What follows belongs to an exercise in optimizing a design on an open flow for small area, a short achievable clock period and few clock cycles per item; a production flow would make more cautious choices.
Where RTL was checked, it was by simulation tests only, not by an equivalence proof against the original.
The RTL of run 5 was laid out without a check of its function.
Power is estimated from default activity; no workload was simulated.

File: config.mk
export PLATFORM = sky130hd
export DESIGN_NAME = four_key_debounce_long_press_events
export DESIGN_NICKNAME = four_key_debounce_long_press_events
export VERILOG_FILES = /design/flow/design.v
export SDC_FILE = /design/flow/constraint.sdc
export NUM_CORES = 4
export LEC_CHECK = 0
export CAP_MARGIN = 20
export CORE_MARGIN = 2
export CORE_UTILIZATION = 40
export SLEW_MARGIN = 20
File: design.v
package fkd_pkg;
  localparam int TIME_BITS_DEF = 32;
  localparam int NUM_KEYS      = 4;
  localparam int NOW_W         = 32;
  localparam int MS_W          = 16;
  localparam int CFG_IDX_W     = 2;
  localparam int EV_W          = 3;
  localparam logic [MS_W-1:0] DEBOUNCE_RST = 16'd30;
  localparam logic [MS_W-1:0] LONG_RST     = 16'd1200;
  localparam logic [CFG_IDX_W-1:0] CFG_DEBOUNCE = 2'd0;
  localparam logic [CFG_IDX_W-1:0] CFG_LONG     = 2'd1;
  localparam logic OP_TICK  = 1'b0;
  localparam logic OP_FETCH = 1'b1;
  typedef enum logic [EV_W-1:0] {
    EV_NONE       = 3'd0,
    EV_FUNC_SHORT = 3'd1,
    EV_FUNC_LONG  = 3'd2,
    EV_PLUS       = 3'd3,
    EV_MINUS      = 3'd4,
    EV_OK         = 3'd5
  } ev_t;
  typedef struct packed {
    logic stable_nxt;
    logic rise;
    logic fall;
  } lane_st_t;
  typedef struct packed {
    logic [EV_W-1:0]     event_code;
    logic [NUM_KEYS-1:0] stable_keys;
  } res_t;
endpackage
import fkd_pkg::*;
module fkd_lane #(
  parameter int TIME_BITS = fkd_pkg::TIME_BITS_DEF
) (
  input  logic                      clk,
  input  logic                      rst_n,
  input  logic                      tick,
  input  logic [TIME_BITS-1:0]      now,
  input  logic                      lvl,
  input  logic [15:0]               lo_m_deb,
  input  logic                      lo_wrap,
  input  logic                      dh_zero,
  input  logic                      dh_plus1,
  input  logic                      dh_minus1,
  input  logic                      debounce_zero,
  output logic                      stable_nxt,
  output logic                      rise,
  output logic                      fall
);
  logic        last_r;
  logic        stable_r;
  logic [15:0] change_lo_r;
  logic        change_hb_r;
  logic        moved;
  logic        c_gt_now, c_gt_lo, in_lo, hi_zero;
  logic        held_ok;
  logic        accept;
  assign moved = lvl ^ last_r;
  fkd_gt16 u_gt_now (.a(change_lo_r), .b(now[15:0]), .gt(c_gt_now));
  fkd_gt16 u_gt_lo  (.a(change_lo_r), .b(lo_m_deb),  .gt(c_gt_lo));
  assign in_lo   = lo_wrap ? (c_gt_lo || !c_gt_now) : (c_gt_lo && !c_gt_now);
  assign hi_zero = (c_gt_now == change_hb_r) ? dh_zero :
                   (c_gt_now ? dh_plus1 : dh_minus1);
  assign held_ok = !(hi_zero && in_lo);
  assign accept  = tick && (lvl ^ stable_r) && (moved ? debounce_zero : held_ok);
  assign stable_nxt = stable_r ^ accept;
  assign rise       = accept && lvl;
  assign fall       = accept && !lvl;
  always_ff @(posedge clk) begin
    if (!rst_n) begin
      last_r   <= 1'b0;
      stable_r <= 1'b0;
    end else begin
      if (tick) last_r <= lvl;
      stable_r <= stable_nxt;
    end
  end
  always_ff @(posedge clk) begin
    if (tick && moved) change_lo_r <= now[15:0];
    if (tick)          change_hb_r <= !moved && c_gt_now;
  end
endmodule
module fkd_gt16 (
  input  logic [15:0] a,
  input  logic [15:0] b,
  output logic        gt
);
  logic [15:0] g0, p0;
  logic [7:0]  g1, p1;
  logic [3:0]  g2, p2;
  logic [1:0]  g3, p3;
  assign g0 = a & ~b;
  assign p0 = a | ~b;
  for (genvar i = 0; i < 8; i++) begin : g_l1
    assign g1[i] = g0[2*i+1] | (p0[2*i+1] & g0[2*i]);
    assign p1[i] = p0[2*i+1] & p0[2*i];
  end
  for (genvar i = 0; i < 4; i++) begin : g_l2
    assign g2[i] = g1[2*i+1] | (p1[2*i+1] & g1[2*i]);
    assign p2[i] = p1[2*i+1] & p1[2*i];
  end
  for (genvar i = 0; i < 2; i++) begin : g_l3
    assign g3[i] = g2[2*i+1] | (p2[2*i+1] & g2[2*i]);
    assign p3[i] = p2[2*i+1] & p2[2*i];
  end
  assign gt = g3[1] | (p3[1] & g3[0]);
endmodule
module fkd_held_ge (
  input  logic [31:0] now,
  input  logic [31:0] c,
  input  logic [15:0] lo_m_d,
  input  logic        lo_wrap,
  input  logic [15:0] hi_m1,
  output logic        ge
);
  logic c_gt_now, c_gt_lo, in_lo, hi_zero;
  fkd_gt16 u_gt_now (.a(c[15:0]), .b(now[15:0]), .gt(c_gt_now));
  fkd_gt16 u_gt_lo  (.a(c[15:0]), .b(lo_m_d),    .gt(c_gt_lo));
  assign in_lo   = lo_wrap ? (c_gt_lo || !c_gt_now) : (c_gt_lo && !c_gt_now);
  assign hi_zero = c_gt_now ? (c[31:16] == hi_m1) : (c[31:16] == now[31:16]);
  assign ge      = !(hi_zero && in_lo);
endmodule
import fkd_pkg::*;
module fkd_merge #(
  parameter int TIME_BITS = fkd_pkg::TIME_BITS_DEF
) (
  input  logic                                      clk,
  input  logic                                      rst_n,
  input  logic                                      tick,
  input  logic                                      fetch,
  input  logic [TIME_BITS-1:0]                      now,
  input  logic [15:0]                               lo_m_long,
  input  logic                                      lo_wrap,
  input  logic [15:0]                               hi_m1,
  input  logic                                      long_zero,
  input  logic [fkd_pkg::NUM_KEYS-1:0]              st_stable_nxt,
  input  logic [fkd_pkg::NUM_KEYS-1:0]              st_rise,
  input  logic [fkd_pkg::NUM_KEYS-1:0]              st_fall,
  output logic [fkd_pkg::EV_W-1:0]                  event_code
);
  logic [EV_W-1:0]      slot_r;
  logic [TIME_BITS-1:0] press_r;
  logic                 sent_r;
  logic                 press_ok;
  logic                 long_hit;
  logic                 slot_free;
  fkd_held_ge u_held (
    .now    (now),
    .c      (press_r),
    .lo_m_d (lo_m_long),
    .lo_wrap(lo_wrap),
    .hi_m1  (hi_m1),
    .ge     (press_ok)
  );
  assign long_hit  = st_rise[0] ? long_zero : (st_stable_nxt[0] && !sent_r && press_ok);
  assign slot_free = (slot_r == EV_NONE);
  assign event_code = fetch ? slot_r : EV_NONE;
  always_ff @(posedge clk) begin
    if (!rst_n) begin
      slot_r <= EV_NONE;
      sent_r <= 1'b0;
    end else if (fetch) begin
      slot_r <= EV_NONE;
    end else if (tick) begin
      if (st_rise[0]) sent_r <= 1'b0;
      if (slot_free) begin
        if (st_fall[0] && !sent_r) begin
          slot_r <= EV_FUNC_SHORT;
        end else if (long_hit) begin
          slot_r <= EV_FUNC_LONG;
          sent_r <= 1'b1;
        end else if (st_fall[1]) begin
          slot_r <= EV_PLUS;
        end else if (st_fall[2]) begin
          slot_r <= EV_MINUS;
        end else if (st_fall[3]) begin
          slot_r <= EV_OK;
        end
      end
    end
  end
  always_ff @(posedge clk) begin
    if (tick && st_rise[0]) press_r <= now;
  end
endmodule
import fkd_pkg::*;
module four_key_debounce_long_press_events #(
  parameter int TIME_BITS = fkd_pkg::TIME_BITS_DEF
) (
  input  logic                         clk,
  input  logic                         rst_n,
  input  logic                         in_valid,
  output logic                         in_ready,
  input  logic                         in_operation,
  input  logic [fkd_pkg::NOW_W-1:0]    in_now_time,
  input  logic [fkd_pkg::NUM_KEYS-1:0] in_raw_pressed,
  output logic                         out_valid,
  input  logic                         out_ready,
  output logic [fkd_pkg::EV_W-1:0]     out_event_code,
  output logic [fkd_pkg::NUM_KEYS-1:0] out_stable_keys,
  input  logic                         cfg_valid,
  output logic                         cfg_ready,
  input  logic [fkd_pkg::CFG_IDX_W-1:0] cfg_index,
  input  logic [fkd_pkg::MS_W-1:0]     cfg_data
);
  localparam int RES_W = EV_W + NUM_KEYS;
  logic                 in_ready_r;
  logic                 accept;
  logic                 tick_q, fetch_q;
  logic [TIME_BITS-1:0] now_q;
  logic [NUM_KEYS-1:0]  raw_q;
  logic                 deb_we_q, long_we_q;
  logic [MS_W-1:0]      cfg_data_q;
  assign cfg_ready = 1'b1;
  assign in_ready  = in_ready_r;
  assign accept    = in_valid && in_ready_r;
  always_ff @(posedge clk) begin
    if (!rst_n) begin
      tick_q    <= 1'b0;
      fetch_q   <= 1'b0;
      deb_we_q  <= 1'b0;
      long_we_q <= 1'b0;
    end else begin
      tick_q    <= accept && (in_operation == OP_TICK);
      fetch_q   <= accept && (in_operation == OP_FETCH);
      deb_we_q  <= cfg_valid && (cfg_index == CFG_DEBOUNCE);
      long_we_q <= cfg_valid && (cfg_index == CFG_LONG);
    end
  end
  always_ff @(posedge clk) begin
    now_q      <= TIME_BITS'(in_now_time);
    raw_q      <= in_raw_pressed;
    cfg_data_q <= cfg_data;
  end
  logic [MS_W-1:0] debounce_r, long_r;
  always_ff @(posedge clk) begin
    if (!rst_n) begin
      debounce_r <= DEBOUNCE_RST;
      long_r     <= LONG_RST;
    end else begin
      if (deb_we_q)  debounce_r <= cfg_data_q;
      if (long_we_q) long_r     <= cfg_data_q;
    end
  end
  logic [NUM_KEYS-1:0] st_rise, st_fall;
  logic [NUM_KEYS-1:0] stable_all;
  logic [EV_W-1:0]     code;
  logic                deb_zero, long_zero;
  logic [15:0] lo_m_deb, lo_m_long, hi_m1;
  logic        deb_wrap, long_wrap;
  assign {deb_wrap, lo_m_deb}   = {1'b0, now_q[15:0]} - {1'b0, debounce_r};
  assign {long_wrap, lo_m_long} = {1'b0, now_q[15:0]} - {1'b0, long_r};
  assign hi_m1                  = now_q[31:16] - 16'd1;
  logic [15:0] t_hi_r;
  logic        dh_zero, dh_plus1, dh_minus1;
  always_ff @(posedge clk) begin
    if (tick_q) t_hi_r <= now_q[31:16];
  end
  assign dh_zero   = (now_q[31:16] == t_hi_r);
  assign dh_plus1  = (hi_m1 == t_hi_r);
  assign dh_minus1 = (now_q[31:16] + 16'd1 == t_hi_r);
  assign deb_zero  = (debounce_r == '0);
  assign long_zero = (long_r == '0);
  for (genvar k = 0; k < NUM_KEYS; k++) begin : g_lane
    fkd_lane #(.TIME_BITS(TIME_BITS)) u_lane (
      .clk           (clk),
      .rst_n         (rst_n),
      .tick          (tick_q),
      .now           (now_q),
      .lvl           (raw_q[k]),
      .lo_m_deb      (lo_m_deb),
      .lo_wrap       (deb_wrap),
      .dh_zero       (dh_zero),
      .dh_plus1      (dh_plus1),
      .dh_minus1     (dh_minus1),
      .debounce_zero (deb_zero),
      .stable_nxt    (stable_all[k]),
      .rise          (st_rise[k]),
      .fall          (st_fall[k])
    );
  end
  fkd_merge #(.TIME_BITS(TIME_BITS)) u_merge (
    .clk           (clk),
    .rst_n         (rst_n),
    .tick          (tick_q),
    .fetch         (fetch_q),
    .now           (now_q),
    .lo_m_long     (lo_m_long),
    .lo_wrap       (long_wrap),
    .hi_m1         (hi_m1),
    .long_zero     (long_zero),
    .st_stable_nxt (stable_all),
    .st_rise       (st_rise),
    .st_fall       (st_fall),
    .event_code    (code)
  );
  logic [RES_W-1:0] res, q0_r, q1_r, q2_r;
  logic             v0_r, v1_r, v2_r;
  logic             wr, pop;
  logic             v0_n, v1_n, v2_n;
  assign res = {code, stable_all};
  assign wr  = tick_q || fetch_q;
  assign pop = v0_r && out_ready;
  always_comb begin
    if (pop && !wr) begin
      v0_n = v1_r; v1_n = v2_r; v2_n = 1'b0;
    end else if (!pop && wr) begin
      v0_n = 1'b1; v1_n = v0_r; v2_n = v1_r;
    end else begin
      v0_n = v0_r; v1_n = v1_r; v2_n = v2_r;
    end
  end
  always_ff @(posedge clk) begin
    if (!rst_n) begin
      v0_r       <= 1'b0;
      v1_r       <= 1'b0;
      v2_r       <= 1'b0;
      in_ready_r <= 1'b1;
    end else begin
      v0_r <= v0_n;
      v1_r <= v1_n;
      v2_r <= v2_n;
      in_ready_r <= !v1_n || (!v2_n && !accept);
    end
  end
  always_ff @(posedge clk) begin
    if (!v0_r || (pop && !v1_r)) q0_r <= res;
    else if (pop)                q0_r <= q1_r;
    if (pop ? !v2_r : !v1_r)     q1_r <= res;
    else if (pop)                q1_r <= q2_r;
    if (pop || !v2_r)            q2_r <= res;
  end
  assign out_valid       = v0_r;
  assign out_event_code  = q0_r[RES_W-1 -: EV_W];
  assign out_stable_keys = q0_r[NUM_KEYS-1:0];
endmodule
File: constraint.sdc
create_clock -name core_clock -period 13.0 [get_ports {clk}]
set_input_delay 2.6000 -clock core_clock [delete_from_list [all_inputs] [get_ports {clk}]]
set_output_delay 2.6000 -clock core_clock [all_outputs]
set_load 0.01 [all_outputs]
File: run.sh
#!/bin/bash
# synth_recipe.tcl (not shown) runs the flow's synth.tcl, then flattens the netlist and writes it again
# the make line also repeats each setting of config.mk as NAME=value (left out here)
make -C /OpenROAD-flow-scripts/flow DESIGN_CONFIG=/design/flow/config.mk WORK_HOME=/design/flow/orfs CLKGATE_MAP_FILE= SYNTH_SCRIPT=/design/flow/synth_recipe.tcl finish
==> key figures, run 1 <==
Run status
  • Outcome: no timing/DRC/antenna violations

GRT
  • Largest net degree at the start of global routing: 41
  • Vias in the first global route: 10500
  • Initial antenna violation count: 0
  • Total GRT Usage: 19.8%
  • Remaining global-route overflow: 0
  • First-pass GRT wire length: 57.1 mm

Flow run
  • MaxCap Viol Count: 0

Min path
  • Hold Path Class: flop to flop
  • Endpoint, Worst Hold: debounce_r[3]
  • HP Start: cfg_data_q[3]
  • Hold Crit Depth: 2

Clock network
  • Cts hold-fix bufs: 0
  • CTS Root Cell: clkbuf_16
  • Number of CTS-inserted buffers: 28
  • Resized Gates After CTS: 0
  • Setup Buffers After CTS: 0
  • H-tree depth: 1
  • Max Buffers Root-to-Sink: 3
  • Worst-path clk slew: 60 ps
  • Clock Latency Late Sink: around 570 ps
  • Clock sinks: 241
  • CTS tree: yes

Detailed routing
  • DR pass1 iterations: 5
  • Routed vias/inst: 5.70
  • Initial DRC count: 816
  • Detailed-route via count: 10800
  • Final WL: 35.7 mm
  • ANT nets after route: 0
  • Wire length per cell: 18.8 um
  • DRC violations left: 0

Pwr
  • Worst vdd ir: 0.0959 mV
  • Power Density: around 120 nW/um^2
  • P_leak: between 5 and 6 nW

Setup path
  • Cell family with most CP delay: compound AO/OA/AOI/OAI gates
  • CP max stage cell: xor2_1
  • Req. time, crit path: 13320 ps
  • Bufs and invs on worst path: 1
  • Reg2reg end: q1_r[3]
  • Crit-path max cell delay: 630 ps
  • Critical path class: flop to flop
  • CP startpoint kind: flop
  • Critical-path maximum fanout: 10
  • CP Cell Sequence: inv_1, fa_1, nand2b_1, a21oi_1, o21ai_0, xor2_1, or2_2, a221oi_1, or4_1, a211o_1, nand3_1, mux2_2, mux2_2
  • R2R cell count: 13
  • R2r setup slk: approximately 8000 ps
  • Reg2reg start: now_q[1]
  • Setup crit end kind: flop
  • Most frequent cell on the critical path: mux2_2
  • Worst EP arrival: 5290 ps

Floorplan
  • Top-Level Pins: 70
  • Die Wd: ~190 um
  • Floorplan Core Area: 33700 um^2
  • Rows: 67
  • Die height: ~190 um
  • Initial core utilization: between 40% and 50%
  • Die area: 35900 um^2

Timing
  • Final Slew Violations: 0
  • Post-route setup slack: 8030 ps
  • Final Cycle Share: 38.3%
  • Worst-Margin Slew: 1050 ps
  • RSZ-0062 raised after global routing: false
  • Hold Violations, Final: 0
  • Count of final setup violators: 0
  • Rel. slew slack: 29.2%
  • Minimum clock period: 4970 ps
  • Clock Skew: 25.8 ps
  • Max frequency: about 200 MHz
  • Setup TNS: 0 ps

Placement
  • Worst slack, placed: 7430 ps
  • # port buffers: 68
  • Final GP Congestion: 0.884
  • DP HPWL: 26.5 mm

Synthesis
  • Seq cells post-synth: 241
  • Sequential-to-total area share from yosys stat: 45.1%
  • Top cells by area, synth: edfxtp_1, dfxtp_1, ha_1
  • Warnings, synthesis: 3
  • Post-Syn Area: 13700 um^2
  • Synth area leader: edfxtp_1
  • Count of cell types in the netlist: 96
  • Post-synth EDFFs: approximately 140
  • Asr flop ratio synth: 0%
  • Post-synth net total: 1467
  • Top post-synthesis cells by count: edfxtp_1, dfxtp_1, nor2_1
  • Top_reg_cell synth: edfxtp_1
  • Syn Area/Cell: 10.0 um^2
  • Synth top area share: 29.9%
  • Syn Inst Count: 1369
  • Count leader, synth: edfxtp_1

Layout
  • # nets final: 1530
  • Share of cells above drive strength 1: 7.84%
  • Fillers: 3183
  • Antenna Cells: 0
  • Area growth from synthesis to layout: 15.1%
sequential cells by signal, indices dropped and copies added (netlist names), 7 cells and up:
name	cells
u_merge.press_r	32
debounce_r	16
q1_r	7
now_q	32
long_r	16
q2_r	7
q0_r	7
cfg_data_q	16
t_hi_r	16
g_lane.u_lane.change_lo_r	64
per-stage QoR:
stage               instance area [um^2]  utilization, %  power, mW  hold WS [ps]  cells
floorplan                          13700               -       1.06           424   1369
global placement                   14900            44.2       1.15           476   1850
detailed placement                 14900            44.2       1.15           473   1850
CTS                                15800            47.0       1.94           488   1902
global route                       15800            47.0       2.00           515   1902
finish                             15800            47.0       1.92           484   1902
final cells by class:
cell class                 count  area, um^2  share of cell area, %
inverter                      91         342                   2.16
tap                          448         561                   3.54
clock buffer                  37         822                   5.19
clock inverter                15         115                  0.727
sequential                   241        6200                   39.2
multi-input combinational    992        7030                   44.4
timing repair buffer          78         756                   4.78
worst max-delay path by stage:
stage                   from                end  slack (ps)  cells after the start
floorplan           now_q[0]  u_merge.slot_r[0]        8080                     16
global placement       rst_n  u_merge.slot_r[2]        7410                      5
detailed placement     rst_n  u_merge.slot_r[2]        7430                      5
CTS                 now_q[6]            q1_r[3]        8020                     13
global route        now_q[1]  u_merge.slot_r[0]        7640                     14
finish              now_q[1]            q1_r[3]        8030                     13
layout by cell type (no fill, tap or decap), drive strengths merged, types with 23 or more instances in the layout:
| cell | netlist | routed |
|---|---|---|
| nor2 | 100 | 100 |
| clkbuf | 37 | 37 |
| inv | 90 | 95 |
| nor3 | 28 | 28 |
| nor2b | 23 | 23 |
| and2 | 26 | 26 |
| dfxtp | 104 | 104 |
| o211ai | 29 | 29 |
| maj3 | 42 | 42 |
| o21ai | 50 | 50 |
| nor4 | 23 | 23 |
| nand4 | 23 | 23 |
| xnor2 | 35 | 35 |
| xor2 | 44 | 44 |
| mux2i | 36 | 36 |
| edfxtp | 137 | 137 |
| nand2b | 40 | 40 |
| a21oi | 63 | 63 |
| nand3 | 28 | 28 |
| ha | 36 | 36 |
| clkdlybuf4s50 | 0 | 68 |
| nand2 | 66 | 66 |
kinds of logic after synthesis:
logic type      after synthesis  synth area share, %
compound gates              356                 18.6
other cells                   1               0.0273
buf+inv                     136                 3.80
simple gates                418                 16.2
flops                       241                 45.1
fa+ha+maj                    80                 6.63
xor+xnor                     80                 5.20
mux                          57                 4.45
metal layers:
metal | share of wire [%] | wire (um) | GRT usage [%] | vias up
met3 | 4.5 | 1590 | 2.47 | 68
met5 | 0 | 0 | 0 | -
met2 | 48 | 17300 | 34.4 | 284
met4 | 3.3 | 1190 | 6.59 | 0
met1 | 44 | 15600 | 25.4 | 5175
li1 | - | - | - | 5314
power by group:
part	switching, mW	internal, mW
clock	0.331	0.451
combinational	0.155	0.120
sequential	0.0323	0.831
total	0.519	1.40
worst min-delay path, stage by stage (launching register included):
cell	delay (ps)
dfxtp_1	330
nand2_1	50
o211ai_1	60
Testbench counts, summed over its fixed seeds: cycles 32,016, items 32,000.
==> run 2: changes to the inputs <==
==> flow/run.sh (new file) <==
#!/bin/bash
# Own layout flow: the standard flow (standard synthesis unchanged), with
# timing repair aimed below the clock period and stronger port buffers.
set -euo pipefail
export SETUP_SLACK_MARGIN=${SETUP_SLACK_MARGIN:-9}
export BUFFER_PORTS_ARGS="-buffer_cell sky130_fd_sc_hd__buf_4"
bash standard.sh > std_flow.log 2>&1
==> standard.sh (new file) <==
#!/bin/bash
# synth_recipe.tcl (not shown) runs the flow's synth.tcl, then flattens the netlist and writes it again
# the make line also repeats each setting of config.mk as NAME=value (left out here)
make -C /OpenROAD-flow-scripts/flow DESIGN_CONFIG=/design/flow/config.mk WORK_HOME=/design/flow/orfs CLKGATE_MAP_FILE= SYNTH_SCRIPT=/design/flow/synth_recipe.tcl "${@:-finish}"
removed: run.sh
==> key figures, run 2 <==
Run status
  • Outcome: no timing/DRC/antenna violations

GRT
  • Initial antenna violation count: 0 (unchanged)
  • Routing usage on met3: 2.61% (+0.15 points)
  • Vias in the first global route: 10800 (+2.3%)
  • Total GRT Usage: 21.3% (+1.6 points)
  • Busiest layer in global routing: met2
  • GR Util met2: 37.3% (+2.9 points)
  • Largest net degree at the start of global routing: 41 (unchanged)
  • Remaining global-route overflow: 0 (unchanged)
  • First-pass GRT wire length: 60.7 mm (+6.2%)
  • Met1 Usage GRT: 27.2% (+1.8 points)

Synthesis
  • Sequential-to-total area share from yosys stat: 45.1% (unchanged)
  • Top cells by area, synth: edfxtp_1, dfxtp_1, ha_1
  • Count leader, synth: edfxtp_1
  • Combinational family with the most area after synthesis: compound AO/OA/AOI/OAI gates
  • Synth Area in Compound Gates: 18.6% (unchanged)
  • Asr flop ratio synth: 0% (unchanged)
  • Fraction of synthesized area in multiplexers: 4.45% (unchanged)
  • Post-Syn Area: 13700 um^2 (unchanged)
  • Seq cells post-synth: 241 (unchanged)
  • Synth area leader: edfxtp_1
  • Top post-synthesis cells by count: edfxtp_1, dfxtp_1, nor2_1
  • Warnings, synthesis: 3 (unchanged)
  • Post-synth EDFFs: 137 (unchanged)
  • Syn Area/Cell: 10.0 um^2 (unchanged)
  • Post-Synth XOR/XNOR Area: 5.20% (unchanged)
  • Synth top area share: 29.9% (unchanged)
  • Post-synthesis simple-gate area fraction: 16.2% (unchanged)
  • Adder-cell share of the synthesized area: 6.63% (unchanged)
  • Syn Inst Count: 1369 (unchanged)
  • Top_reg_cell synth: edfxtp_1
  • Count of cell types in the netlist: 96 (unchanged)
  • Post-synth net total: 1467 (unchanged)

Clock network
  • Cts hold-fix bufs: 0 (unchanged)
  • Number of CTS-inserted buffers: 28 (unchanged)
  • Clock Latency Late Sink: 560 ps (about the same)
  • CTS tree: yes
  • Worst-path clk slew: 60 ps (about the same)
  • Max Buffers Root-to-Sink: 3 (unchanged)
  • H-tree depth: 1 (unchanged)
  • CTS Root Cell: clkbuf_16
  • Clock sinks: 241 (unchanged)

Layout
  • Fillers: 3128 (-1.7%)
  • Share of cells above drive strength 1: 24.0% (+16 points)
  • Max reg flops: 64 (unchanged)
  • Largest Register: g_lane.u_lane.change_lo_r
  • Area growth from synthesis to layout: 23.2%
  • Largest regs: g_lane.u_lane.change_lo_r x64, now_q x32, u_merge.press_r x32
  • Antenna Cells: 0 (unchanged)
  • Most common cell after layout, fill and taps aside: buf_4
  • Most frequent cells in the layout: buf_4, edfxtp_1, nor2_1
  • Non-Filler Instances: 1976 (+3.9%)
  • # nets final: 1604 (+4.8%)

Pwr
  • Power Density: 114 nW/um^2 (-6.4%)
  • Worst vdd ir: 0.113 mV (+18%)
  • P_leak: 6.25 nW (+8.8%)

Detailed routing
  • Routed vias/inst: 5.76 (+0.98%)
  • ANT nets after route: 0 (unchanged)
  • Final WL: 39.2 mm (+9.8%)
  • Wire length per cell: 19.9 um (+5.6%)
  • Detailed-route via count: 11400 (+4.9%)
  • DR pass1 iterations: 7 (+2)
  • DRC violations left: 0 (unchanged)
  • Initial DRC count: 752 (-7.8%)

Setup path
  • Critical path class: flop to flop
  • CP startpoint kind: flop
  • Setup crit end kind: flop
  • Req. time, crit path: 13510 ps (+190 ps)
  • Reg2reg start: long_r[0]
  • Worst EP arrival: 4540 ps (-750 ps)
  • Critical-path maximum fanout: 3 (-7)
  • CP startpoint: long_r[0]

Placement
  • Final GP Congestion: 0.920 (+4.0%)
  • DP HPWL: 27.6 mm (+4.2%)
  • # port buffers: 68 (unchanged)
  • Placed Cells: 1848 (-0.11%)

Timing
  • Count of final setup violators: 0 (unchanged)
  • Setup TNS: 0 ps (unchanged)
  • Hold Violations, Final: 0 (unchanged)
  • Worst-Margin Slew: 1150 ps (+96.9 ps)
  • Min Hold Slack: 481 ps (-3.11 ps)
  • Rel. slew slack: 22.7% (-6.5 points)
  • RSZ-0062 raised after global routing: true
  • Final Cycle Share: 31.0% (-7.3 points)
  • Final Slew Violations: 0 (unchanged)
  • Clock Skew: 11.8 ps (-14.0 ps)
  • Minimum clock period: 4030 ps (-948 ps)
  • Max frequency: 248 MHz (+24%)

Min path
  • HP Start: cfg_data_q[1]
  • Hold Path Class: flop to flop

Floorplan
  • Die Wd: 189 um (unchanged)
  • Die area: 35900 um^2 (unchanged)
  • Top-Level Pins: 70 (unchanged)
  • Initial core utilization: 40.8% (unchanged)
  • Rows: 67 (unchanged)
  • Floorplan Core Area: 33700 um^2 (unchanged)
  • Die height: 189 um (unchanged)

Flow run
  • MaxCap Viol Count: 0 (unchanged)
[run 2: cell counts after synthesis]
Identical to the previous run, type by type.
[run 2: final timing paths]
kind	to	slack [ps]	depth (start not counted)
worst max-delay path	u_merge.slot_r[0]	8970	15
worst min-delay path	debounce_r[1]	480	2
worst max register to register	u_merge.slot_r[0]	8970	15
worst min register to register	debounce_r[1]	480	2
[run 2: cell families after synthesis]
group | after synthesis
other | 1
DFF | 241
muxes | 57
buffers and inverters | 136
xor gates and xnor gates | 80
and+or+nand+nor | 418
adders and majority gates | 80
AOI/OAI and AO/OA | 356
[run 2: layer usage]
metal,routed length [um],up-vias,share of wire [%]
met3,1830,102,4.7
met5,0,-,0
met4,1540,0,3.9
met1,16500,5474,42
li1,-,5432,-
met2,19400,365,49
[run 2: per-stage QoR]
| step | instance area [um^2] | util, % | worst slack (ps) | total power [mW] |
|---|---|---|---|---|
| after CTS | 16200 | 48.1 | 8980 | 1.91 |
| after global routing | 16900 | 50.3 | 8810 | 2.01 |
| after floorplan | 13800 | - | 9010 | 1.06 |
| after detailed placement | 14700 | 43.7 | 8170 | 1.15 |
| final | 16900 | 50.3 | 8970 | 1.92 |
| after global placement | 14700 | 43.7 | 8280 | 1.15 |
[run 2: final cells by class]
cell class                      instances  area (um^2)  area share, %
Clock buffer                           42          763           4.51
Multi-Input combinational cell        993         7710           45.5
Timing Repair Buffer                  151         1220           7.20
Inverter                               91          347           2.05
Sequential cell                       241         6270           37.0
Clock inverter                         10         66.3          0.392
Tap cell                              448          561           3.31
[run 2: worst max-delay path, cell delays in order (launching register included)]
cell      delay [ps]
dfxtp_2          400
ha_1             200
inv_1             60
fa_1             440
a211oi_4         290
o21ai_0          180
nand2_1          200
o21ai_0          210
a21bo_2          250
a21oi_2          200
nor3b_4          280
a221oi_1         130
a211o_1          290
a211o_1          280
a222oi_1         350
o221a_2          230
[run 2: what timing repair did]
item / in CTS / in global routing
endpoints found under the setup margin: 52 / 49
buffers inserted: 30 / 45
gates cloned: 1 / 0
pin swaps: 19 / 44
gates resized for setup: 99 / 87
[run 2: power breakdown]
group | switching, mW | total, mW | internal, mW | leakage, nW
logic | 0.181 | 0.336 | 0.155 | 3.67
clock network | 0.318 | 0.724 | 0.406 | 0.399
registers | 0.0331 | 0.864 | 0.830 | 2.18
==> run 3: changes to the inputs <==
==> flow/run.sh (replaced) <==
#!/bin/bash
# Own layout flow: the standard flow (standard synthesis unchanged), with
# timing repair aimed below the clock period and stronger port buffers.
set -euo pipefail
export SETUP_SLACK_MARGIN=${SETUP_SLACK_MARGIN:-10.2}
export BUFFER_PORTS_ARGS="-buffer_cell sky130_fd_sc_hd__buf_4"
bash standard.sh > std_flow.log 2>&1
==> key figures, run 3 <==
Flow run
  • MaxCap Viol Count: 0 (unchanged)

Timing
  • Hold Violations, Final: 0 (unchanged)
  • Rel. slew slack: 28.2% (+5.5 points)
  • Min Hold Slack: 480 ps (-0.245 ps)
  • Clock Skew: 20.1 ps (+8.30 ps)
  • Worst-Margin Slew: 1080 ps (-73.8 ps)
  • RSZ-0062 raised after global routing: true
  • Setup TNS: 0 ps (unchanged)
  • Minimum clock period: 3980 ps (-40.9 ps)
  • Final Slew Violations: 0 (unchanged)
  • Max frequency: 251 MHz (+1.0%)
  • Count of final setup violators: 0 (unchanged)
  • Final Cycle Share: 30.7% (-0.31 points)

Setup path
  • Reg2reg start: now_q[16]
  • Critical path class: flop to flop
  • Critical-path maximum fanout: 5 (+2)
  • Worst EP arrival: 4450 ps (-90 ps)
  • R2r setup slk: 9020 ps (+40 ps)
  • Reg2reg end: u_merge.slot_r[2]
  • R2R cell count: 15 (unchanged)
  • Req. time, crit path: 13470 ps (-40 ps)
  • CP startpoint kind: flop
  • Setup crit end kind: flop

Synthesis
  • Count of cell types in the netlist: 96 (unchanged)
  • Post-Syn Area: 13700 um^2 (unchanged)
  • Asr flop ratio synth: 0% (unchanged)
  • Sequential-to-total area share from yosys stat: 45.1% (unchanged)
  • Seq cells post-synth: 241 (unchanged)
  • Post-synth EDFFs: 137 (unchanged)
  • Top_reg_cell synth: edfxtp_1
  • Synth top area share: 29.9% (unchanged)
  • Count leader, synth: edfxtp_1
  • Warnings, synthesis: 3 (unchanged)
  • Synth area leader: edfxtp_1
  • Syn Area/Cell: 10.0 um^2 (unchanged)
  • Top post-synthesis cells by count: edfxtp_1, dfxtp_1, nor2_1
  • Top cells by area, synth: edfxtp_1, dfxtp_1, ha_1
  • Syn Inst Count: 1369 (unchanged)
  • Post-synth net total: 1467 (unchanged)

Clock network
  • H-tree depth: 1 (unchanged)
  • Max Buffers Root-to-Sink: 3 (unchanged)
  • Clock sinks: 241 (unchanged)
  • Worst-path clk slew: 60 ps (about the same)
  • CTS tree: yes
  • Number of CTS-inserted buffers: 29 (+3.6%)
  • Clock Latency Late Sink: 560 ps (about the same)
  • CTS Root Cell: clkbuf_16
  • Cts hold-fix bufs: 0 (unchanged)

Detailed routing
  • Routed met1 length: 16.9 mm (+2.3%)
  • Detailed-route via count: 11500 (+0.69%)
  • Routed vias/inst: 5.78 (+0.34%)
  • Routed wire length on met2: 19.9 mm (+2.9%)
  • DR WL met3: 1.85 mm (+1.5%)
  • Final WL: 40.5 mm (+3.2%)
  • ANT nets after route: 0 (unchanged)
  • Wire length per cell: 20.4 um (+2.8%)
  • Initial DRC count: 739 (-1.7%)
  • DR top layer: met4
  • DRC violations left: 0 (unchanged)
  • DR pass1 iterations: 5 (-2)

GRT
  • Remaining global-route overflow: 0 (unchanged)
  • First-pass GRT wire length: 62.5 mm (+3.1%)
  • Vias in the first global route: 11100 (+2.6%)
  • Largest net degree at the start of global routing: 41 (unchanged)
  • Initial antenna violation count: 0 (unchanged)
  • Total GRT Usage: 22.2% (+0.84 points)

Placement
  • Final GP Congestion: 0.926 (+0.70%)
  • DP HPWL: 28.1 mm (+2.1%)
  • # port buffers: 68 (unchanged)
  • Placed Cells: 1844 (-0.22%)
  • Area post-placement: 15100 um^2 (+2.7%)

Pwr
  • Internal: 1.53 mW (+9.6%)
  • Switching share of power: 26.4% (-1.2 points)
  • Worst vdd ir: 0.104 mV (-8.1%)
  • P_leak: 6.50 nW (+4.1%)
  • Gate power share: 17.2% (-0.3 points)
  • Power Density: 117 nW/um^2 (+3.1%)
  • Seq pwr share: 41.7% (-3.2 points)
  • P_sw: 0.548 mW (+3.0%)
  • Clk network pwr share: 41.1% (+3.5 points)
  • Overall Power: 2.07 mW (+7.8%)

Min path
  • Hold Path Class: flop to flop
  • HP Start: cfg_data_q[3]
  • Endpoint, Worst Hold: debounce_r[3]
  • Hold Crit Depth: 2 (unchanged)

Layout
  • # nets final: 1611 (+0.44%)
  • Max reg flops: 64 (unchanged)
  • Area growth from synthesis to layout: 28.8%
  • Most common cell after layout, fill and taps aside: edfxtp_1
  • Fillers: 3019 (-3.5%)
  • Largest regs: g_lane.u_lane.change_lo_r x64, now_q x32, u_merge.press_r x32
  • Share of cells above drive strength 1: 27.4% (+3.3 points)
  • Largest Register: g_lane.u_lane.change_lo_r
  • Fin area: 17700 um^2 (+4.6%)
  • Most frequent cells in the layout: edfxtp_1, buf_4, nor2_1
  • Non-Filler Instances: 1983 (+0.35%)
  • Antenna Cells: 0 (unchanged)

Floorplan
  • Die area: 35900 um^2 (unchanged)
  • Floorplan Core Area: 33700 um^2 (unchanged)
  • Rows: 67 (unchanged)
  • Top-Level Pins: 70 (unchanged)
  • Initial core utilization: 40.8% (unchanged)
  • Die Wd: 189 um (unchanged)
  • Die height: 189 um (unchanged)

Run status
  • Outcome: no timing/DRC/antenna violations
run 3: cell counts after synthesis:
Identical to the previous run, type by type.
run 3: critical path, stage by stage (launching register included):
cell and delay, ps:
dfxtp_4 390, inv_4 40, ha_4 170, buf_4 130
buf_4 150, nand2b_1 160, a311o_1 400, a2111oi_4 450
o2111ai_4 220, mux2_4 290, mux2_4 280, a2111o_1 320
and2_4 180, a2111oi_4 380, nand2_2 100, o31ai_2 210
run 3: metrics by stage:
step	util [%]	worst slack, ps
final	52.6	9020
after global routing	52.6	8870
after CTS	51.4	9010
after detailed placement	44.9	8390
after global placement	44.9	8440
after floorplan	-	9220
run 3: routing by layer:
layer	GRT usage [%]	vias up
li1	-	5450
met1	27.4	5553
met2	38.7	335
met3	2.87	114
met4	9.72	0
met5	0	-
run 3: cell families (layout without fill, tap and decap cells):
| kind of cell | Yosys count | count (layout) | synth area share [%] |
|---|---|---|---|
| AOI/OAI and AO/OA | 356 | 356 | 18.6 |
| xor gates and xnor gates | 80 | 80 | 5.20 |
| adders and majority gates | 80 | 80 | 6.63 |
| buffers and inverters | 136 | 301 | 3.80 |
| DFF | 241 | 241 | 45.1 |
| muxes | 57 | 57 | 4.45 |
| other | 1 | 1 | 0.0273 |
| and+or+nand+nor | 418 | 419 | 16.2 |
run 3: timing repair:
item | CTS | global route
gates cloned | 1 | 0
pin swaps | 50 | 34
gates resized for setup | 131 | 53
setup buffers | 69 | 16
endpoints found under the setup margin | 74 | 72
run 3: area by class of cell:
class	count	area, um^2	area share [%]
inverter	91	388	2.19
sequential	241	6290	35.5
multi-input combinational	993	8090	45.7
clock buffer	41	842	4.75
clock inverter	12	174	0.982
timing repair buffer	157	1360	7.70
tap	448	561	3.17
run 3: how the worst max path moves through the flow:
stage	start	to	slack [ps]	cells past startpoint
3_3_place_gp	now_q[18]	q0_r[3]	8440	11
4_1_cts	long_r[0]	u_merge.slot_r[0]	9010	14
2_1_floorplan	now_q[0]	q0_r[3]	9220	15
3_5_place_dp	now_q[0]	q1_r[3]	8390	14
5_1_grt	now_q[20]	u_merge.slot_r[2]	8870	13
6_report	now_q[16]	u_merge.slot_r[2]	9020	15
run 3: power groups by stage:
stage	Sequential, mW	Combinational, mW	Clock [mW]
2_1_floorplan	0.869	0.215	0
3_3_place_gp	0.886	0.276	0
3_5_place_dp	0.887	0.279	0
4_1_cts	0.864	0.336	0.872
5_1_grt	0.867	0.386	0.902
6_report	0.864	0.358	0.852
==> run 4: changes to the inputs <==
==> flow/run.sh (replaced) <==
#!/bin/bash
# Own layout flow: the standard flow (standard synthesis unchanged), with
# timing repair aimed below the clock period and stronger port buffers.
set -euo pipefail
export SETUP_SLACK_MARGIN=${SETUP_SLACK_MARGIN:-9.6}
export BUFFER_PORTS_ARGS="-buffer_cell sky130_fd_sc_hd__buf_4"
bash standard.sh > std_flow.log 2>&1
==> key figures, run 4 <==
Layout
  • # nets final: 1587 (-1.5%)
  • Max reg flops: 64 (unchanged)
  • Reg area: 6270 um^2 (-0.22%)
  • Footprint of the multi-input gates: 7930 um^2 (-2.1%)
  • Share of cells above drive strength 1: 24.7% (-2.7 points)
  • Area growth from synthesis to layout: 25.1%
  • Largest regs: g_lane.u_lane.change_lo_r x64, now_q x32, u_merge.press_r x32
  • Final Util: 51.0% (-1.5 points)
  • Most common cell after layout, fill and taps aside: edfxtp_1
  • Antenna Cells: 0 (unchanged)
  • Fillers: 3051 (+1.1%)
  • Most frequent cells in the layout: edfxtp_1, buf_4, nor2_1
  • Largest Register: g_lane.u_lane.change_lo_r

Synthesis
  • Syn Area/Cell: 10.0 um^2 (unchanged)
  • Synth area leader: edfxtp_1
  • Top_reg_cell synth: edfxtp_1
  • Post-synth EDFFs: 137 (unchanged)
  • Post-synth net total: 1467 (unchanged)
  • Post-Syn Area: 13700 um^2 (unchanged)
  • Sequential-to-total area share from yosys stat: 45.1% (unchanged)
  • Warnings, synthesis: 3 (unchanged)
  • Seq cells post-synth: 241 (unchanged)
  • Count leader, synth: edfxtp_1
  • Count of cell types in the netlist: 96 (unchanged)
  • Syn Inst Count: 1369 (unchanged)
  • Asr flop ratio synth: 0% (unchanged)
  • Synth top area share: 29.9% (unchanged)
  • Top post-synthesis cells by count: edfxtp_1, dfxtp_1, nor2_1
  • Top cells by area, synth: edfxtp_1, dfxtp_1, ha_1

Setup path
  • R2r setup slk: 9050 ps (+30 ps)
  • Most frequent cell on the critical path: mux2_4
  • Cell family with most CP delay: compound AO/OA/AOI/OAI gates
  • Req. time, crit path: 13300 ps (-170 ps)
  • Critical-path maximum fanout: 13 (+8)
  • Reg2reg end: q0_r[3]
  • Reg2reg start: now_q[4]
  • Crit-path max cell delay: 500 ps (+50 ps)
  • Critical path class: flop to flop
  • CP startpoint kind: flop
  • Setup crit end kind: flop
  • R2R cell count: 14 (-1)
  • Bufs and invs on worst path: 2 (-1)
  • CP Cell Sequence: ha_4, buf_12, o211ai_1, a21oi_4, buf_4, o2111ai_1, o31ai_4, o21ai_1, nand3_1, or4_4, a211o_1, nand3_2, mux2_4, mux2_4
  • CP max stage cell: or4_4
  • Worst EP arrival: 4250 ps (-200 ps)

GRT
  • Largest net degree at the start of global routing: 41 (unchanged)
  • Initial antenna violation count: 0 (unchanged)
  • Total GRT Usage: 20.9% (-1.2 points)
  • Remaining global-route overflow: 0 (unchanged)
  • First-pass GRT wire length: 59.8 mm (-4.4%)
  • Vias in the first global route: 10900 (-1.4%)

Detailed routing
  • Wire length per cell: 19.5 um (-4.6%)
  • Final WL: 38.2 mm (-5.8%)
  • Routed vias/inst: 5.72 (-1.0%)
  • DRC violations left: 0 (unchanged)
  • Initial DRC count: 740 (+0.14%)
  • ANT nets after route: 0 (unchanged)
  • DR pass1 iterations: 7 (+2)
  • Detailed-route via count: 11200 (-2.3%)

Timing
  • Max frequency: 253 MHz (+0.86%)
  • Worst-Margin Slew: 1090 ps (+13.7 ps)
  • Clock Skew: 28.4 ps (+8.27 ps)
  • Min Hold Slack: 476 ps (-4.06 ps)
  • RSZ-0062 raised after global routing: true
  • Final Slew Violations: 0 (unchanged)
  • Setup TNS: 0 ps (unchanged)
  • Count of final setup violators: 0 (unchanged)
  • Final Cycle Share: 30.4% (-0.26 points)
  • Hold Violations, Final: 0 (unchanged)
  • Rel. slew slack: 26.7% (-1.4 points)
  • Minimum clock period: 3950 ps (-34.0 ps)
  • Post-route setup slack: 9050 ps (+34.0 ps)

Placement
  • DP HPWL: 27.0 mm (-4.0%)
  • Final GP Congestion: 0.926 (about the same)
  • # port buffers: 68 (unchanged)
  • Worst slack, placed: 8430 ps (+41.8 ps)

Clock network
  • Clock sinks: 241 (unchanged)
  • Number of CTS-inserted buffers: 28 (-3.4%)
  • Max Buffers Root-to-Sink: 3 (unchanged)
  • Cts hold-fix bufs: 0 (unchanged)
  • Clock Latency Late Sink: 560 ps (about the same)
  • H-tree depth: 1 (unchanged)
  • CTS tree: yes
  • Worst-path clk slew: 60 ps (about the same)
  • CTS Root Cell: clkbuf_16

Min path
  • HP Start: cfg_data_q[3]
  • Hold Path Class: flop to flop
  • Hold Crit Depth: 2 (unchanged)
  • Endpoint, Worst Hold: debounce_r[3]

Pwr
  • Worst vdd ir: 0.112 mV (+7.9%)
  • Power Density: 115 nW/um^2 (-1.4%)
  • P_leak: 6.31 nW (-3.0%)

Floorplan
  • Die height: 189 um (unchanged)
  • Die area: 35900 um^2 (unchanged)
  • Initial core utilization: 40.8% (unchanged)
  • Rows: 67 (unchanged)
  • Top-Level Pins: 70 (unchanged)
  • Floorplan Core Area: 33700 um^2 (unchanged)
  • Die Wd: 189 um (unchanged)

Flow run
  • MaxCap Viol Count: 0 (unchanged)

Run status
  • Outcome: no timing/DRC/antenna violations
[run 4: worst max path at each step]
stage              from      end  depth (start not counted)  slack, ps
2_1_floorplan  now_q[0]  q0_r[3]                         15       9220
4_1_cts        now_q[4]  q0_r[3]                         13       9130
3_5_place_dp   now_q[0]  q0_r[3]                         14       8430
5_1_grt        now_q[4]  q1_r[3]                         14       8930
3_3_place_gp   now_q[0]  q0_r[3]                         14       8460
6_report       now_q[4]  q0_r[3]                         14       9050
[run 4: what timing repair did]
| item | 4_1_cts | 5_1_grt |
|---|---|---|
| buffers inserted | 50 | 13 |
| gates cloned | 1 | 0 |
| resized for setup | 110 | 48 |
| setup endpoints to repair | 61 | 62 |
| pin swaps | 42 | 36 |
[run 4: cell families (layout without fill, tap and decap cells)]
kind of cell,count (synthesis),count (layout),synth area share [%]
fa+ha+maj,80,80,6.63
buf+inv,136,276,3.80
flops,241,241,45.1
simple gates,418,419,16.2
compound gates,356,356,18.6
xor+xnor,80,80,5.20
other cells,1,1,0.0273
mux,57,57,4.45
[run 4: report_power, final]
group	switching (mW)	leakage, nW	internal [mW]
clock network	0.311	0.452	0.470
logic	0.183	3.68	0.155
registers	0.0353	2.17	0.831
total	0.528	6.31	1.46
[run 4: per-layer routing]
metal	up-vias	track usage [%]	part of all wire, %
li1	5418	-	-
met3	79	3.04	4.3
met4	0	7.93	3.4
met2	309	36.5	49
met1	5384	26.2	43
met5	-	0	0
[run 4: worst min-delay path, stage by stage (launching register included)]
cell and delay, ps:
dfxtp_1 310, nand2_1 50, o211ai_1 70
[run 4: layout make-up]
cell class,instances,area share [%]
Clock buffer,47,5.24
Clock inverter,4,0.146
Inverter,91,2.12
Multi-Input combinational cell,993,46.1
Sequential cell,241,36.5
Tap cell,448,3.26
Timing Repair Buffer,134,6.65
[run 4: stage by stage]
step	cells	instance area [um^2]	power, mW
after detailed placement	1843	15000	1.16
after global placement	1843	15000	1.16
after CTS	1945	16900	1.99
after global routing	1958	17200	2.07
final	1958	17200	1.98
after floorplan	1369	14200	1.08
==> run 5: changes to the inputs <==
--- a/design.v
+++ b/design.v
@@ -44,6 +44,7 @@
   input  logic                      dh_plus1,
   input  logic                      dh_minus1,
   input  logic                      debounce_zero,
+  output logic                      stable,
   output logic                      stable_nxt,
   output logic                      rise,
   output logic                      fall
@@ -53,17 +54,24 @@
   logic [15:0] change_lo_r;
   logic        change_hb_r;
   logic        moved;
-  logic        c_gt_now, c_gt_lo, in_lo, hi_zero;
+  logic        c_gt_now, c_gt_lo;
   logic        held_ok;
   logic        accept;
   assign moved = lvl ^ last_r;
   fkd_gt16 u_gt_now (.a(change_lo_r), .b(now[15:0]), .gt(c_gt_now));
   fkd_gt16 u_gt_lo  (.a(change_lo_r), .b(lo_m_deb),  .gt(c_gt_lo));
-  assign in_lo   = lo_wrap ? (c_gt_lo || !c_gt_now) : (c_gt_lo && !c_gt_now);
-  assign hi_zero = (c_gt_now == change_hb_r) ? dh_zero :
-                   (c_gt_now ? dh_plus1 : dh_minus1);
-  assign held_ok = !(hi_zero && in_lo);
-  assign accept  = tick && (lvl ^ stable_r) && (moved ? debounce_zero : held_ok);
+  logic hz_nb, hz_b;        
+  logic ok_nb, ok_b;        
+  logic pre, acc_moved;
+  assign hz_nb   = change_hb_r ? dh_minus1 : dh_zero;
+  assign hz_b    = change_hb_r ? dh_zero   : dh_plus1;
+  assign ok_nb   = !hz_nb || (!lo_wrap && !c_gt_lo);
+  assign ok_b    = !(hz_b && lo_wrap) || !c_gt_lo;
+  assign held_ok = c_gt_now ? ok_b : ok_nb;
+  assign pre       = tick && (lvl ^ stable_r);
+  assign acc_moved = pre && debounce_zero;
+  assign accept    = moved ? acc_moved : (pre && held_ok);
+  assign stable     = stable_r;
   assign stable_nxt = stable_r ^ accept;
   assign rise       = accept && lvl;
   assign fall       = accept && !lvl;
@@ -134,6 +142,8 @@
   input  logic                                      lo_wrap,
   input  logic [15:0]                               hi_m1,
   input  logic                                      long_zero,
+  input  logic                                      lvl0,
+  input  logic                                      stable0,
   input  logic [fkd_pkg::NUM_KEYS-1:0]              st_stable_nxt,
   input  logic [fkd_pkg::NUM_KEYS-1:0]              st_rise,
   input  logic [fkd_pkg::NUM_KEYS-1:0]              st_fall,
@@ -181,7 +191,7 @@
     end
   end
   always_ff @(posedge clk) begin
-    if (tick && st_rise[0]) press_r <= now;
+    if (tick && lvl0 && !stable0) press_r <= now;
   end
 endmodule
 import fkd_pkg::*;
@@ -245,6 +255,7 @@
   end
   logic [NUM_KEYS-1:0] st_rise, st_fall;
   logic [NUM_KEYS-1:0] stable_all;
+  logic [NUM_KEYS-1:0] stable_cur;
   logic [EV_W-1:0]     code;
   logic                deb_zero, long_zero;
   logic [15:0] lo_m_deb, lo_m_long, hi_m1;
@@ -275,6 +286,7 @@
       .dh_plus1      (dh_plus1),
       .dh_minus1     (dh_minus1),
       .debounce_zero (deb_zero),
+      .stable        (stable_cur[k]),
       .stable_nxt    (stable_all[k]),
       .rise          (st_rise[k]),
       .fall          (st_fall[k])
@@ -290,6 +302,8 @@
     .lo_wrap       (long_wrap),
     .hi_m1         (hi_m1),
     .long_zero     (long_zero),
+    .lvl0          (raw_q[0]),
+    .stable0       (stable_cur[0]),
     .st_stable_nxt (stable_all),
     .st_rise       (st_rise),
     .st_fall       (st_fall),
@@ -324,12 +338,16 @@
       in_ready_r <= !v1_n || (!v2_n && !accept);
     end
   end
+  logic ld0, ld1, ld2, sh0, sh1;
+  assign ld0 = !v0_r || (pop && !v1_r);
+  assign sh0 = pop && v1_r;
+  assign ld1 = pop ? !v2_r : !v1_r;
+  assign sh1 = pop && v2_r;
+  assign ld2 = pop || !v2_r;
   always_ff @(posedge clk) begin
-    if (!v0_r || (pop && !v1_r)) q0_r <= res;
-    else if (pop)                q0_r <= q1_r;
-    if (pop ? !v2_r : !v1_r)     q1_r <= res;
-    else if (pop)                q1_r <= q2_r;
-    if (pop || !v2_r)            q2_r <= res;
+    if (ld0 || sh0) q0_r <= ld0 ? res : q1_r;
+    if (ld1 || sh1) q1_r <= ld1 ? res : q2_r;
+    if (ld2)        q2_r <= res;
   end
   assign out_valid       = v0_r;
   assign out_event_code  = q0_r[RES_W-1 -: EV_W];
==> key figures, run 5 <==
Run status
  • Outcome: no timing/DRC/antenna violations

Placement
  • # port buffers: 68 (unchanged)
  • Worst slack, placed: 8330 ps (-99.9 ps)
  • Placed Cells: 1917 (+4.0%)
  • Final GP Congestion: 0.953 (+2.9%)
  • DP HPWL: 28.9 mm (+6.9%)
  • Area post-placement: 15300 um^2 (+1.9%)

Layout
  • Most common cell after layout, fill and taps aside: edfxtp_1
  • Area growth from synthesis to layout: 23.5%
  • Share of cells above drive strength 1: 24.2% (-0.52 points)
  • Fillers: 3211 (+5.2%)
  • Largest Register: g_lane.u_lane.change_lo_r
  • Fin area: 17500 um^2 (+1.5%)
  • # nets final: 1642 (+3.5%)
  • Most frequent cells in the layout: edfxtp_1, buf_4, inv_1
  • Largest regs: g_lane.u_lane.change_lo_r x64, now_q x32, u_merge.press_r x32
  • Non-Filler Instances: 2018 (+3.1%)
  • Max reg flops: 64 (unchanged)
  • Antenna Cells: 0 (unchanged)

Detailed routing
  • Routed vias/inst: 5.81 (+1.6%)
  • Wire length per cell: 19.7 um (+1.2%)
  • Initial DRC count: 988 (+34%)
  • Final WL: 39.8 mm (+4.3%)
  • DR pass1 iterations: 5 (-2)
  • ANT nets after route: 0 (unchanged)
  • Detailed-route via count: 11700 (+4.7%)
  • DRC violations left: 0 (unchanged)

Synthesis
  • Syn Area/Cell: 9.88 um^2 (-1.6%)
  • Top post-synthesis cells by count: edfxtp_1, dfxtp_1, inv_1
  • Post-synth EDFFs: 137 (unchanged)
  • Synth area leader: edfxtp_1
  • Synth top area share: 29.1% (-0.84 points)
  • Warnings, synthesis: 3 (unchanged)
  • Post-synth net total: 1529 (+4.2%)
  • Seq cells post-synth: 241 (unchanged)
  • Top_reg_cell synth: edfxtp_1
  • Top cells by area, synth: edfxtp_1, dfxtp_1, ha_1
  • Count of cell types in the netlist: 99 (+3.1%)
  • Syn Inst Count: 1431 (+4.5%)
  • Asr flop ratio synth: 0% (unchanged)
  • Count leader, synth: edfxtp_1
  • Sequential-to-total area share from yosys stat: 43.8% (-1.3 points)
  • Post-Syn Area: 14100 um^2 (+2.9%)

Timing
  • Max frequency: 251 MHz (-0.85%)
  • Setup TNS: 0 ps (unchanged)
  • RSZ-0062 raised after global routing: true
  • Count of final setup violators: 0 (unchanged)
  • Post-route setup slack: 9020 ps (-33.7 ps)
  • Worst-Margin Slew: 1180 ps (+88.5 ps)
  • Final Cycle Share: 30.7% (+0.26 points)
  • Final Slew Violations: 0 (unchanged)
  • Clock Skew: 16.2 ps (-12.2 ps)
  • Hold Violations, Final: 0 (unchanged)
  • Rel. slew slack: 20.7% (-6.0 points)
  • Minimum clock period: 3980 ps (+33.7 ps)

GRT
  • Initial antenna violation count: 0 (unchanged)
  • First-pass GRT wire length: 62.3 mm (+4.3%)
  • Remaining global-route overflow: 0 (unchanged)
  • Largest net degree at the start of global routing: 50 (+22%)
  • Total GRT Usage: 21.5% (+0.56 points)
  • Vias in the first global route: 11300 (+3.2%)

Floorplan
  • Top-Level Pins: 70 (unchanged)
  • Die area: 36900 um^2 (+2.8%)
  • Rows: 68 (+1.5%)
  • Die height: 192 um (+1.4%)
  • Die Wd: 192 um (+1.4%)
  • Floorplan Core Area: 34700 um^2 (+3.0%)
  • Initial core utilization: 40.7% (-0.041 points)

Clock network
  • Clock Latency Late Sink: 550 ps (about the same)
  • CTS Root Cell: clkbuf_16
  • Worst-path clk slew: 60 ps (about the same)
  • Cts hold-fix bufs: 0 (unchanged)
  • Max Buffers Root-to-Sink: 3 (unchanged)
  • Number of CTS-inserted buffers: 26 (-7.1%)
  • H-tree depth: 1 (unchanged)
  • CTS tree: yes
  • Clock sinks: 241 (unchanged)

Pwr
  • Worst vdd ir: 0.112 mV (+0.22%)
  • P_leak: 6.30 nW (-0.18%)
  • Power Density: 114 nW/um^2 (-1.3%)

Setup path
  • CP startpoint kind: flop
  • Req. time, crit path: 13290 ps (about the same)
  • Setup crit end kind: flop
  • Critical path class: flop to flop
  • Critical-path maximum fanout: 5 (-8)
  • Worst EP arrival: 4280 ps (+30 ps)

Min path
  • Hold Path Class: flop to flop

Flow run
  • MaxCap Viol Count: 0 (unchanged)
## run 5: repair_timing
item	in CTS	in global routing
buffers inserted	39	15
gates resized for setup	143	55
endpoints found under the setup margin	32	29
pin swaps	36	28
## run 5: path summary, 6_finish.rpt
path	startpoint	end	slack (ps)	cells after the start
min	u_merge.slot_r[2]	u_merge.slot_r[2]	460	2
max reg2reg	now_q[0]	q0_r[1]	9020	14
min reg2reg	u_merge.slot_r[2]	u_merge.slot_r[2]	460	2
max	now_q[0]	q0_r[1]	9020	14
## run 5: cell families after synthesis
family          count (synthesis)  synth area share, %
compound gates                360                 18.6
xor+xnor                       77                 4.77
fa+ha+maj                      82                 6.58
buf+inv                       145                 4.01
flops                         241                 43.8
mux                            54                 4.00
other cells                     1               0.0265
simple gates                  471                 18.2
## run 5: cell type report
class,count,area [um^2],area share [%]
timing repair buffer,128,1010,5.78
clock inverter,10,134,0.767
multi-input combinational,1045,8290,47.5
sequential,241,6280,35.9
inverter,102,397,2.27
clock buffer,37,786,4.50
tap,455,569,3.26
## run 5: stage by stage
| step | hold WS (ps) | power (mW) | util, % |
|---|---|---|---|
| after CTS | 468 | 1.99 | 49.3 |
| final | 459 | 1.99 | 50.3 |
| after detailed placement | 460 | 1.16 | 44.1 |
| after floorplan | 420 | 1.08 | - |
| after global placement | 457 | 1.16 | 44.1 |
| after global routing | 486 | 2.07 | 50.3 |
## run 5: layer usage
layer / track usage, % / wire (um) / up-vias
met2: 33.3 / 17700 / 366
met3: 2.28 / 2330 / 59
met5: 0 / 0 / -
met1: 31.5 / 18700 / 5666
li1: - / - / 5628
met4: 6.49 / 1080 / 0
## run 5: worst max-delay path: stages (launching register included)
cell,delay (ps)
dfxtp_4,350
inv_4,40
ha_4,150
fa_2,490
a22oi_2,180
nor2_1,70
maj3_2,310
a221oi_2,250
o2bb2ai_1,100
maj3_2,330
a2111oi_4,430
o21ai_1,130
a31o_4,270
a211o_4,360
mux2_4,260
## run 5: power by group
group	total (mW)	switching (mW)	internal, mW
logic	0.330	0.180	0.149
clock network	0.788	0.308	0.479
registers	0.872	0.0398	0.832

-- re-timing with driven ports --
How much do the figures lean on ideal ports? The routed layouts below were timed once more, with nothing changed but the port constraints.
Step 1, drivers: a clkbuf_16 drives clk and a buf_2 each remaining input, both assumed.
Step 2 moves the port delays by t, midway between the first and last clock arrival at a register: inputs arrive t later, outputs are due t later. That takes back most of the time a late clock gives input paths.
Slacks: no drivers / after step 1 / after step 2; pairs: no drivers / after step 1.
run | t (ns) | setup slack, ns | worst slew at a driven data input, ns
run 1 | 0.606 | 8.026 / 8.026 / 8.026 | 0.05
run 2 | 0.607 | 8.974 / 8.974 / 8.746 | 0.05
run 3 | 0.603 | 9.015 / 9.015 / 9.015 | 0.07
run 4 | 0.602 | 9.049 / 9.049 / 9.049 | 0.04
run 5 | 0.597 | 9.015 / 9.015 / 9.015 | 0.04
After both steps setup and hold are still met in every run listed. The setup slack of run 2, which loses most, moves by 0.000 ns with the drivers and by -0.228 ns with both steps.
